Source: an optimization exercise on an open RTL-to-GDS flow (aim: small area and a short achievable clock period). Production flows keep margins and buffers that such runs may drop. In this exercise RTL edits were held to simulation tests only and were not proved equivalent to the original.

**flow/config.mk**
```make
export PLATFORM = sky130hd
export DESIGN_NAME = bfly_engine_top
export DESIGN_NICKNAME = bfly_engine_top
export VERILOG_FILES = /design/flow/design.v
export SDC_FILE = /design/flow/constraint.sdc
export NUM_CORES = 4
export LEC_CHECK = 0
export CAP_MARGIN = 20
export CELL_PAD_IN_SITES_DETAIL_PLACEMENT = 1
export CELL_PAD_IN_SITES_GLOBAL_PLACEMENT = 1
export CORE_MARGIN = 2
export CORE_UTILIZATION = 30
export SLEW_MARGIN = 20
```
**flow/constraint.sdc**
```tcl
create_clock -name core_clock -period 8.0 [get_ports {clk}]
set_input_delay 1.6000 -clock core_clock [delete_from_list [all_inputs] [get_ports {clk}]]
set_output_delay 1.6000 -clock core_clock [all_outputs]
set_load 0.01 [all_outputs]
```
**flow/design.v**
```verilog
`timescale 1ns/100ps
package bfly_pkg;
  localparam int DATA_WIDTH = 16;
  localparam int BU_PAR = 4;
  localparam int FRAC_BITS = 14;
  localparam int BFLY_LATENCY = 2;
  localparam int CFG_ADDR_W = 4;    
  localparam int CFG_DATA_W = 32;   
  localparam int CFG_PERMUTE_ADDR = 0;   
  localparam int CFG_RECOVER_ADDR = 1;   
  localparam int CFG_COEF_BASE = 2;
endpackage
`timescale 1ns/100ps
import bfly_pkg::*;
module sample_packer #(
  parameter int data_width = DATA_WIDTH,
  parameter int bu_par     = BU_PAR
) (
  input  logic                           clk,
  input  logic                           rst_n,
  input  logic                           up_vld,
  input  logic signed [data_width-1:0]   up_dat,
  output logic                           vec_vld,
  output logic [2*bu_par*data_width-1:0] vec_dat
);
  localparam int lanes = 2 * bu_par;
  localparam int cnt_w = $clog2(lanes);
  logic [cnt_w-1:0] lane_cnt;   
  logic             last_lane;
  assign last_lane = (lane_cnt == cnt_w'(lanes - 1));
  always_ff @(posedge clk or negedge rst_n) begin
    if (!rst_n) begin
      lane_cnt <= '0;
      vec_vld  <= 1'b0;
    end else begin
      vec_vld <= up_vld && last_lane;   
      if (up_vld) begin
        lane_cnt <= last_lane ? '0 : lane_cnt + 1'b1;
      end
    end
  end
  always_ff @(posedge clk) begin
    if (up_vld) begin
      vec_dat[lane_cnt*data_width +: data_width] <= up_dat;
    end
  end
endmodule
`timescale 1ns/100ps
import bfly_pkg::*;
module lane_crossbar #(
  parameter int data_width = DATA_WIDTH,
  parameter int bu_par     = BU_PAR
) (
  input  logic [2*bu_par*data_width-1:0]       lanes_in,
  input  logic [2*bu_par*$clog2(2*bu_par)-1:0] sel,
  output logic [2*bu_par*data_width-1:0]       lanes_out
);
  localparam int lanes = 2 * bu_par;
  localparam int sel_w = $clog2(lanes);
  logic [data_width-1:0] lane_arr [lanes];
  for (genvar k = 0; k < lanes; k++) begin : g_split
    assign lane_arr[k] = lanes_in[k*data_width +: data_width];
  end
  for (genvar i = 0; i < lanes; i++) begin : g_pick
    assign lanes_out[i*data_width +: data_width] = lane_arr[sel[i*sel_w +: sel_w]];
  end
endmodule
`timescale 1ns/100ps
import bfly_pkg::*;
module bfly_unit #(
  parameter int data_width = DATA_WIDTH,
  parameter int frac_bits  = FRAC_BITS
) (
  input  logic                         clk,
  input  logic                         rst_n,
  input  logic                         in_vld,
  input  logic signed [data_width-1:0] x1,
  input  logic signed [data_width-1:0] x2,
  input  logic signed [data_width-1:0] w1,
  input  logic signed [data_width-1:0] w2,
  input  logic signed [data_width-1:0] w3,
  input  logic signed [data_width-1:0] w4,
  output logic                         out_vld,
  output logic signed [data_width-1:0] y1,
  output logic signed [data_width-1:0] y2
);
  localparam int prod_w = 2 * data_width;
  logic signed [prod_w-1:0] p_x1w1, p_x1w2, p_x2w3, p_x2w4;
  logic signed [prod_w:0]   sum1, sum2;     
  logic signed [prod_w:0]   sum1_sh, sum2_sh;
  logic                     vld_s1;
  always_ff @(posedge clk or negedge rst_n) begin
    if (!rst_n) begin
      vld_s1  <= 1'b0;
      out_vld <= 1'b0;
    end else begin
      vld_s1  <= in_vld;
      out_vld <= vld_s1;
    end
  end
  always_ff @(posedge clk) begin
    p_x1w1 <= x1 * w1;
    p_x1w2 <= x1 * w2;
    p_x2w3 <= x2 * w3;
    p_x2w4 <= x2 * w4;
  end
  assign sum1    = p_x1w1 + p_x2w3;
  assign sum2    = p_x1w2 + p_x2w4;
  assign sum1_sh = sum1 >>> frac_bits;
  assign sum2_sh = sum2 >>> frac_bits;
  always_ff @(posedge clk) begin
    y1 <= sum1_sh[data_width-1:0];   
    y2 <= sum2_sh[data_width-1:0];
  end
endmodule
`timescale 1ns/100ps
import bfly_pkg::*;
module bfly_datapath #(
  parameter int data_width = DATA_WIDTH,
  parameter int bu_par     = BU_PAR,
  parameter int frac_bits  = FRAC_BITS
) (
  input  logic                                 clk,
  input  logic                                 rst_n,
  input  logic                                 vec_vld,
  input  logic [2*bu_par*data_width-1:0]       vec_dat,
  input  logic [2*bu_par*$clog2(2*bu_par)-1:0] permute_sel,
  input  logic [2*bu_par*$clog2(2*bu_par)-1:0] recover_sel,
  input  logic [4*bu_par*data_width-1:0]       coefs,
  output logic                                 dn_vld,
  output logic [2*bu_par*data_width-1:0]       dn_dat
);
  localparam int lanes    = 2 * bu_par;
  localparam int sel_bits = lanes * $clog2(lanes);
  localparam int vec_w    = lanes * data_width;
  logic [vec_w-1:0]             permuted;
  logic [vec_w-1:0]             cap_lanes;    
  logic [4*bu_par*data_width-1:0] cap_coefs;
  logic                         cap_vld;
  logic [sel_bits-1:0]          rec_pipe [BFLY_LATENCY+1];
  logic [bu_par-1:0]            unit_vld;
  logic [vec_w-1:0]             bfly_out;
  logic [vec_w-1:0]             recovered;
  lane_crossbar #(.data_width(data_width), .bu_par(bu_par)) permute_xbar_i (
    .lanes_in  (vec_dat),
    .sel       (permute_sel),
    .lanes_out (permuted)
  );
  always_ff @(posedge clk or negedge rst_n) begin
    if (!rst_n) cap_vld <= 1'b0;
    else        cap_vld <= vec_vld;
  end
  always_ff @(posedge clk) begin
    if (vec_vld) begin
      cap_lanes   <= permuted;
      cap_coefs   <= coefs;
      rec_pipe[0] <= recover_sel;   
    end
    for (int s = 1; s <= BFLY_LATENCY; s++) begin
      rec_pipe[s] <= rec_pipe[s-1];
    end
  end
  for (genvar u = 0; u < bu_par; u++) begin : g_unit
    bfly_unit #(.data_width(data_width), .frac_bits(frac_bits)) unit_i (
      .clk     (clk),
      .rst_n   (rst_n),
      .in_vld  (cap_vld),
      .x1      (cap_lanes[(2*u)*data_width +: data_width]),
      .x2      (cap_lanes[(2*u+1)*data_width +: data_width]),
      .w1      (cap_coefs[(4*u)*data_width +: data_width]),
      .w2      (cap_coefs[(4*u+1)*data_width +: data_width]),
      .w3      (cap_coefs[(4*u+2)*data_width +: data_width]),
      .w4      (cap_coefs[(4*u+3)*data_width +: data_width]),
      .out_vld (unit_vld[u]),
      .y1      (bfly_out[(2*u)*data_width +: data_width]),
      .y2      (bfly_out[(2*u+1)*data_width +: data_width])
    );
  end
  lane_crossbar #(.data_width(data_width), .bu_par(bu_par)) recover_xbar_i (
    .lanes_in  (bfly_out),
    .sel       (rec_pipe[BFLY_LATENCY]),
    .lanes_out (recovered)
  );
  always_ff @(posedge clk or negedge rst_n) begin
    if (!rst_n) dn_vld <= 1'b0;
    else        dn_vld <= unit_vld[0];   
  end
  always_ff @(posedge clk) begin
    if (unit_vld[0]) dn_dat <= recovered;
  end
endmodule
`timescale 1ns/100ps
import bfly_pkg::*;
module engine_cfg_regs #(
  parameter int data_width = DATA_WIDTH,
  parameter int bu_par     = BU_PAR
) (
  input  logic                                 clk,
  input  logic                                 rst_n,
  input  logic                                 cfg_we,
  input  logic [CFG_ADDR_W-1:0]                cfg_addr,
  input  logic [CFG_DATA_W-1:0]                cfg_wdata,
  output logic [2*bu_par*$clog2(2*bu_par)-1:0] permute_sel,
  output logic [2*bu_par*$clog2(2*bu_par)-1:0] recover_sel,
  output logic [4*bu_par*data_width-1:0]       coefs
);
  localparam int lanes        = 2 * bu_par;
  localparam int sel_w        = $clog2(lanes);
  localparam int sel_bits     = lanes * sel_w;
  localparam int n_coef       = 4 * bu_par;
  localparam int n_coef_words = n_coef / 2;
  logic [data_width-1:0] coef_q [n_coef];
  function automatic logic [sel_bits-1:0] identity_sel();
    logic [sel_bits-1:0] s;
    s = '0;
    for (int i = 0; i < lanes; i++) begin
      s[i*sel_w +: sel_w] = i[sel_w-1:0];
    end
    identity_sel = s;
  endfunction
  always_ff @(posedge clk or negedge rst_n) begin
    if (!rst_n) begin
      permute_sel <= identity_sel();
      recover_sel <= identity_sel();
      for (int n = 0; n < n_coef; n++) coef_q[n] <= '0;
    end else if (cfg_we) begin
      if (cfg_addr == CFG_ADDR_W'(CFG_PERMUTE_ADDR)) permute_sel <= cfg_wdata[sel_bits-1:0];
      if (cfg_addr == CFG_ADDR_W'(CFG_RECOVER_ADDR)) recover_sel <= cfg_wdata[sel_bits-1:0];
      for (int m = 0; m < n_coef_words; m++) begin
        if (cfg_addr == CFG_ADDR_W'(CFG_COEF_BASE + m)) begin
          coef_q[2*m]   <= cfg_wdata[data_width-1:0];
          coef_q[2*m+1] <= cfg_wdata[CFG_DATA_W/2 +: data_width];
        end
      end
    end
  end
  for (genvar n = 0; n < n_coef; n++) begin : g_coef
    assign coefs[n*data_width +: data_width] = coef_q[n];
  end
endmodule
`timescale 1ns/100ps
import bfly_pkg::*;
module bfly_engine_top #(
  parameter int data_width = DATA_WIDTH,
  parameter int bu_par     = BU_PAR,
  parameter int frac_bits  = FRAC_BITS
) (
  input  logic                           clk,
  input  logic                           rst_n,
  input  logic                           up_vld,
  input  logic signed [data_width-1:0]   up_dat,
  input  logic                           cfg_we,
  input  logic [CFG_ADDR_W-1:0]          cfg_addr,
  input  logic [CFG_DATA_W-1:0]          cfg_wdata,
  output logic                           dn_vld,
  output logic [2*bu_par*data_width-1:0] dn_dat
);
  logic                                 vec_vld;
  logic [2*bu_par*data_width-1:0]       vec_dat;
  logic [2*bu_par*$clog2(2*bu_par)-1:0] permute_sel;
  logic [2*bu_par*$clog2(2*bu_par)-1:0] recover_sel;
  logic [4*bu_par*data_width-1:0]       coefs;
  sample_packer #(.data_width(data_width), .bu_par(bu_par)) packer_i (
    .clk     (clk),
    .rst_n   (rst_n),
    .up_vld  (up_vld),
    .up_dat  (up_dat),
    .vec_vld (vec_vld),
    .vec_dat (vec_dat)
  );
  engine_cfg_regs #(.data_width(data_width), .bu_par(bu_par)) cfg_i (
    .clk         (clk),
    .rst_n       (rst_n),
    .cfg_we      (cfg_we),
    .cfg_addr    (cfg_addr),
    .cfg_wdata   (cfg_wdata),
    .permute_sel (permute_sel),
    .recover_sel (recover_sel),
    .coefs       (coefs)
  );
  bfly_datapath #(
    .data_width (data_width),
    .bu_par     (bu_par),
    .frac_bits  (frac_bits)
  ) datapath_i (
    .clk         (clk),
    .rst_n       (rst_n),
    .vec_vld     (vec_vld),
    .vec_dat     (vec_dat),
    .permute_sel (permute_sel),
    .recover_sel (recover_sel),
    .coefs       (coefs),
    .dn_vld      (dn_vld),
    .dn_dat      (dn_dat)
  );
endmodule
```
**flow/run.sh**
```bash
#!/bin/bash
# synth_recipe.tcl (not shown) runs the flow's synth.tcl, then flattens the netlist and writes it again
# the make line also repeats each setting of config.mk as NAME=value (left out here)
make -C /OpenROAD-flow-scripts/flow DESIGN_CONFIG=/design/flow/config.mk WORK_HOME=/design/flow/orfs CLKGATE_MAP_FILE= SYNTH_SCRIPT=/design/flow/synth_recipe.tcl finish
```
==> run_summary.xml <==
<?xml version="1.0" encoding="UTF-8"?>
<metrics>
  <group name="logic_synthesis">
    <metric name="combinational_family_with_the_most_area_after_synthesis" unit="">adder cells</metric>
    <metric name="synthMuxAreaShare" unit="%">4.17</metric>
    <metric name="synth_nets" unit="">27900</metric>
    <metric name="avgSynthCellArea" unit="um2">9.82</metric>
    <metric name="seq_area_frac_synth" unit="%">18.6</metric>
    <metric name="synthesis.instances" unit="">22400</metric>
    <metric name="yosysWarnings" unit="">9</metric>
    <metric name="ys_types" unit="">96</metric>
    <metric name="async_flop_share" unit="%">19.1</metric>
    <metric name="synth.cell_area" unit="um2">220000</metric>
    <metric name="flip_flop_and_latch_count_after_synthesis" unit="">1632</metric>
    <metric name="fraction_of_the_mapped_netlist_area_in_compound_gates" unit="%">6.96</metric>
    <metric name="synth_enable_flop_cells" unit="">664</metric>
    <metric name="synth_fa_ha_area_share" unit="%">44.7</metric>
    <metric name="synth_top_flop_cell" unit="">edfxtp_1</metric>
    <metric name="xor_xnor_fraction_of_synth_area" unit="%">2.93</metric>
    <metric name="post_synth_and_or_nand_nor_area_fraction" unit="%">13.0</metric>
  </group>
  <group name="worst_setup_path">
    <metric name="worst-endpoint-arrival" unit="ns">8.25</metric>
    <metric name="cpMostUsedCell" unit="">fa_1</metric>
    <metric name="end_kind" unit="">flip-flop</metric>
    <metric name="timing.rr.end" unit="">datapath_i.g_unit[3].unit_i.p_x2w4[26]$_DFF_P_</metric>
    <metric name="worst-path-stages" unit="">19</metric>
    <metric name="worst_setup_path_start_kind" unit="">flip-flop</metric>
    <metric name="worst_ep_required_time" unit="ns">8.79</metric>
    <metric name="reg2reg_setup_slack" unit="ns">0.54</metric>
    <metric name="timing.reg2reg.worst_path_depth" unit="">19</metric>
    <metric name="category_of_the_critical_setup_timing_path" unit="">reg2reg</metric>
    <metric name="worst_path_max_delay_cell" unit="">edfxtp_1</metric>
    <metric name="cp_slowest_stage_delay" unit="ns">0.99</metric>
    <metric name="cp_bufs_invs" unit="">3</metric>
    <metric name="worstReg2RegStart" unit="">datapath_i.cap_lanes[117]$_DFFE_PP_</metric>
    <metric name="cp_cell_sequence" unit="">buf_4 -&gt; and2_1 -&gt; fa_1 -&gt; fa_1 -&gt; ha_1 -&gt; fa_1 -&gt; inv_1 -&gt; fa_1 -&gt; fa_1 -&gt; inv_1 -&gt; ha_1 -&gt; o21ai_0 -&gt; nand2b_1 -&gt; a31oi_1 -&gt; o31ai_1 -&gt; a211oi_1 -&gt; o31ai_1 -&gt; a21oi_1 -&gt; xnor2_1</metric>
    <metric name="largest_driver_fanout_on_the_critical_path" unit="">18</metric>
    <metric name="path_delay_family" unit="">adder cells</metric>
  </group>
  <group name="timing">
    <metric name="timing.fmax" unit="MHz">134</metric>
    <metric name="setup_ws" unit="ns">0.543</metric>
    <metric name="rsz0062_at_grt" unit="">false</metric>
    <metric name="final_hold_viol_count" unit="">0</metric>
    <metric name="setup_viol" unit="">0</metric>
    <metric name="setup_skew_after_layout" unit="ns">0.107</metric>
    <metric name="totalNegativeSetupSlack" unit="ns">0</metric>
    <metric name="slew_headroom" unit="%">16.2</metric>
    <metric name="period_minus_slack" unit="ns">7.46</metric>
    <metric name="tightest_slew" unit="ns">1.25</metric>
    <metric name="fin_crit_sh" unit="%">93.2</metric>
    <metric name="report.final.slew_viol_count" unit="">0</metric>
  </group>
  <group name="global_routing">
    <metric name="total_overflow_reported_by_the_global_router" unit="">0</metric>
    <metric name="antenna_found_initial" unit="">133</metric>
    <metric name="via_count_of_the_first_global_routing_pass" unit="">176000</metric>
    <metric name="grt_util_all_layers" unit="%">22.6</metric>
    <metric name="maximum_number_of_pins_on_one_net_before_global_route_repair" unit="">135</metric>
    <metric name="first_pass_grt_wire_length" unit="um">1230000</metric>
  </group>
  <group name="hold_path">
    <metric name="hold_path_depth" unit="">0</metric>
    <metric name="hp-start" unit="">datapath_i.rec_pipe[0][22]$_DFFE_PP_</metric>
    <metric name="hold_path.class" unit="">reg2reg</metric>
    <metric name="hold_end" unit="">datapath_i.rec_pipe[1][22]$_DFF_P_</metric>
  </group>
  <group name="placement">
    <metric name="globalplace.congestion" unit="">0.986</metric>
    <metric name="post-place-ws" unit="ns">0.678</metric>
    <metric name="detailedPlacementHpwl" unit="um">650000</metric>
    <metric name="placedCellCount" unit="">31600</metric>
    <metric name="placement.io_buffers" unit="">184</metric>
  </group>
  <group name="die">
    <metric name="die_h" unit="um">860</metric>
    <metric name="core" unit="um2">730000</metric>
    <metric name="fp-row-count" unit="">314</metric>
    <metric name="initial_utilization" unit="%">30.1</metric>
    <metric name="fp.dieArea" unit="um2">739000</metric>
    <metric name="io-pin-count" unit="">185</metric>
    <metric name="die-width" unit="um">860</metric>
  </group>
  <group name="clock_tree">
    <metric name="cts_max_path_buffers" unit="">4</metric>
    <metric name="cts_hold_buf" unit="">0</metric>
    <metric name="cts-buffers-inserted" unit="">204</metric>
    <metric name="cts_resized" unit="">0</metric>
    <metric name="ctsHtreeMaxLevel" unit="">4</metric>
    <metric name="cts.sinks" unit="">1632</metric>
    <metric name="clock_tree_root" unit="">clkbuf_16</metric>
    <metric name="clock_latency" unit="ns">1.02</metric>
    <metric name="clk_pin_slew_worst_paths" unit="ns">0.06</metric>
    <metric name="cts_tree" unit="">built</metric>
    <metric name="post-cts-setup-buffer-count" unit="">0</metric>
  </group>
  <group name="run">
    <metric name="max_cap_violations" unit="">0</metric>
  </group>
  <group name="layout">
    <metric name="post-route-util" unit="%">33.0</metric>
    <metric name="layout-drive-gt1-share" unit="%">6.76</metric>
    <metric name="num-nets-final" unit="">27700</metric>
    <metric name="fin_cells" unit="">32200</metric>
    <metric name="syn_to_final_growth" unit="%">9.68</metric>
    <metric name="filler_cell_count" unit="">82700</metric>
  </group>
  <group name="detailed_routing">
    <metric name="drcViolationCount" unit="">0</metric>
    <metric name="drtPass1Iterations" unit="">6</metric>
    <metric name="drt-initial-drc-count" unit="">13100</metric>
    <metric name="wire_per_inst" unit="um">26.0</metric>
    <metric name="routed_via_density" unit="">5.01</metric>
    <metric name="via_total_after_detailed_routing" unit="">162000</metric>
    <metric name="final_antenna_net_count" unit="">0</metric>
    <metric name="finalWirelength" unit="um">837000</metric>
  </group>
  <group name="status">
    <metric name="status" unit="">complete, no violations</metric>
  </group>
</metrics>
==> stage by stage <==
| stage | area (um2) | hold WS (ns) |
|---|---|---|
| 2_1_floorplan | 220000 | 0.310 |
| 3_3_place_gp | 233000 | 0.311 |
| 3_5_place_dp | 233000 | 0.313 |
| 4_1_cts | 240000 | 0.297 |
| 5_1_grt | 241000 | 0.312 |
| 6_report | 241000 | 0.309 |
==> worst max path at each step <==
stage | startpoint | to | slack, ns
global route | datapath_i.cap_lanes[70]$_DFFE_PP_ | datapath_i.g_unit[2].unit_i.p_x1w1[27]$_DFF_P_ | 0.28
floorplan | datapath_i.cap_lanes[79]$_DFFE_PP_ | datapath_i.g_unit[2].unit_i.p_x1w1[27]$_DFF_P_ | 1.70
global placement | datapath_i.cap_lanes[57]$_DFFE_PP_ | datapath_i.g_unit[1].unit_i.p_x2w3[26]$_DFF_P_ | 0.80
CTS | datapath_i.cap_lanes[124]$_DFFE_PP_ | datapath_i.g_unit[3].unit_i.p_x2w3[26]$_DFF_P_ | 0.65
detailed placement | datapath_i.cap_lanes[124]$_DFFE_PP_ | datapath_i.g_unit[3].unit_i.p_x2w3[26]$_DFF_P_ | 0.68
finish | datapath_i.cap_lanes[117]$_DFFE_PP_ | datapath_i.g_unit[3].unit_i.p_x2w4[26]$_DFF_P_ | 0.54
==> flip-flops by register name, summed over array words and instances, names as in the netlist, 24 cells and up <==
register / cells
datapath_i.g_unit.unit_i.p_x1w2: 120
cfg_i.recover_sel: 24
datapath_i.cap_lanes: 128
packer_i.vec_dat: 128
datapath_i.g_unit.unit_i.y2: 64
cfg_i.permute_sel: 24
datapath_i.g_unit.unit_i.p_x2w3: 120
datapath_i.g_unit.unit_i.p_x1w1: 120
cfg_i.coef_q: 256
datapath_i.g_unit.unit_i.y1: 64
datapath_i.cap_coefs: 256
datapath_i.rec_pipe: 72
datapath_i.dn_dat: 128
datapath_i.g_unit.unit_i.p_x2w4: 120
==> layout by cell type, fill, tap and decap left out, types with 201 or more instances in the layout <==
| cell | Yosys | final |
|---|---|---|
| dfxtp_1 | 656 | 647 |
| dfrtp_1 | 288 | 285 |
| fa_1 | 3968 | 3968 |
| nand2_1 | 2280 | 2279 |
| mux2_2 | 388 | 388 |
| o21ai_0 | 374 | 367 |
| inv_1 | 4603 | 4603 |
| nor2_1 | 882 | 875 |
| mux2i_1 | 201 | 201 |
| edfxtp_1 | 664 | 664 |
| ha_1 | 1494 | 1494 |
| a21o_1 | 225 | 225 |
| and2_1 | 2009 | 2009 |
| xnor2_1 | 558 | 554 |
| diode_2 | 0 | 249 |
| clkbuf_16 | 0 | 205 |
| a21oi_1 | 676 | 675 |
| buf_4 | 2 | 466 |
==> kinds of logic after synthesis <==
| family | count (synthesis) |
|---|---|
| muxes | 713 |
| DFF | 1632 |
| AOI/OAI and AO/OA | 2295 |
| buffers and inverters | 5681 |
| and+or+nand+nor | 5849 |
| adders and majority gates | 5462 |
| xor gates and xnor gates | 735 |
==> synth_stat cells (all sizes together), types with 25 or more instances <==
| cell | n | area share [%] |
|---|---|---|
| a21o | 228 | 0.78 |
| xor2 | 177 | 0.71 |
| a21oi | 680 | 1.6 |
| o21bai | 61 | 0.21 |
| dfrtp | 288 | 3.3 |
| mux2 | 388 | 2.0 |
| and3 | 66 | 0.19 |
| a31oi | 56 | 0.17 |
| nor2b | 96 | 0.27 |
| o21ai | 381 | 0.87 |
| or3 | 35 | 0.10 |
| a22oi | 75 | 0.26 |
| o22ai | 75 | 0.21 |
| o22a | 37 | 0.15 |
| nand2 | 2280 | 3.9 |
| xnor2 | 558 | 2.2 |
| inv | 4613 | 7.9 |
| mux4 | 124 | 1.3 |
| and2 | 2010 | 5.7 |
| nor3 | 82 | 0.19 |
| clkbuf | 948 | 1.6 |
| ha | 1494 | 8.5 |
| a221oi | 154 | 0.62 |
| buf | 118 | 0.21 |
| nor2 | 882 | 1.5 |
| a211oi | 57 | 0.20 |
| dfxtp | 656 | 6.0 |
| nand3 | 145 | 0.33 |
| fa | 3968 | 36 |
| mux2i | 201 | 0.92 |
| a22o | 139 | 0.55 |
| o21a | 91 | 0.31 |
| nand2b | 167 | 0.48 |
| edfxtp | 664 | 9.1 |
| a31o | 25 | 0.10 |
==> layer usage <==
metal	part of all wire [%]	vias up	track usage (%)
li1	-	68900	-
met1	42	85600	30.3
met2	45	5749	35.6
met3	7.5	1348	4.36
met4	4.8	48	10.2
met5	0.039	-	0
==> final cells by class <==
cell class	count	area, um2	share of cell area [%]
clock buffers	250	5450	2.26
flip-flops and latches	1632	40900	17.0
repair buffers	671	5600	2.32
diodes	249	623	0.259
multi-input cells	15100	158000	65.4
clock inverters	131	1440	0.595
inverters	4615	17300	7.19
well taps	9638	12100	5.00

[port drivers added, routing unchanged]
How much do the figures lean on ideal ports? The routed layout below was timed once more, with nothing changed but the port constraints.
Step 1 assumes that a clkbuf_16 drives the clock port and a buf_2 every other input.
Step 2 moves the port delays by t, midway between the first and last clock arrival at a register: inputs arrive t later, outputs are due t later. That takes back most of the time a late clock gives input paths.
a / b / c = ideal / step 1 / step 2; a / b = the first two.
shift t [ns]: 1.101
setup slack, ns: 0.543 / 0.543 / 0.543
clock arrival spread, ns: 0.113 / 0.114
slew at the worst register clock pin (ns): 0.08 / 0.08
After both steps this run still meets setup and hold. For this run, drivers alone change the setup slack by 0.000 ns; drivers and shift together by 0.000 ns.
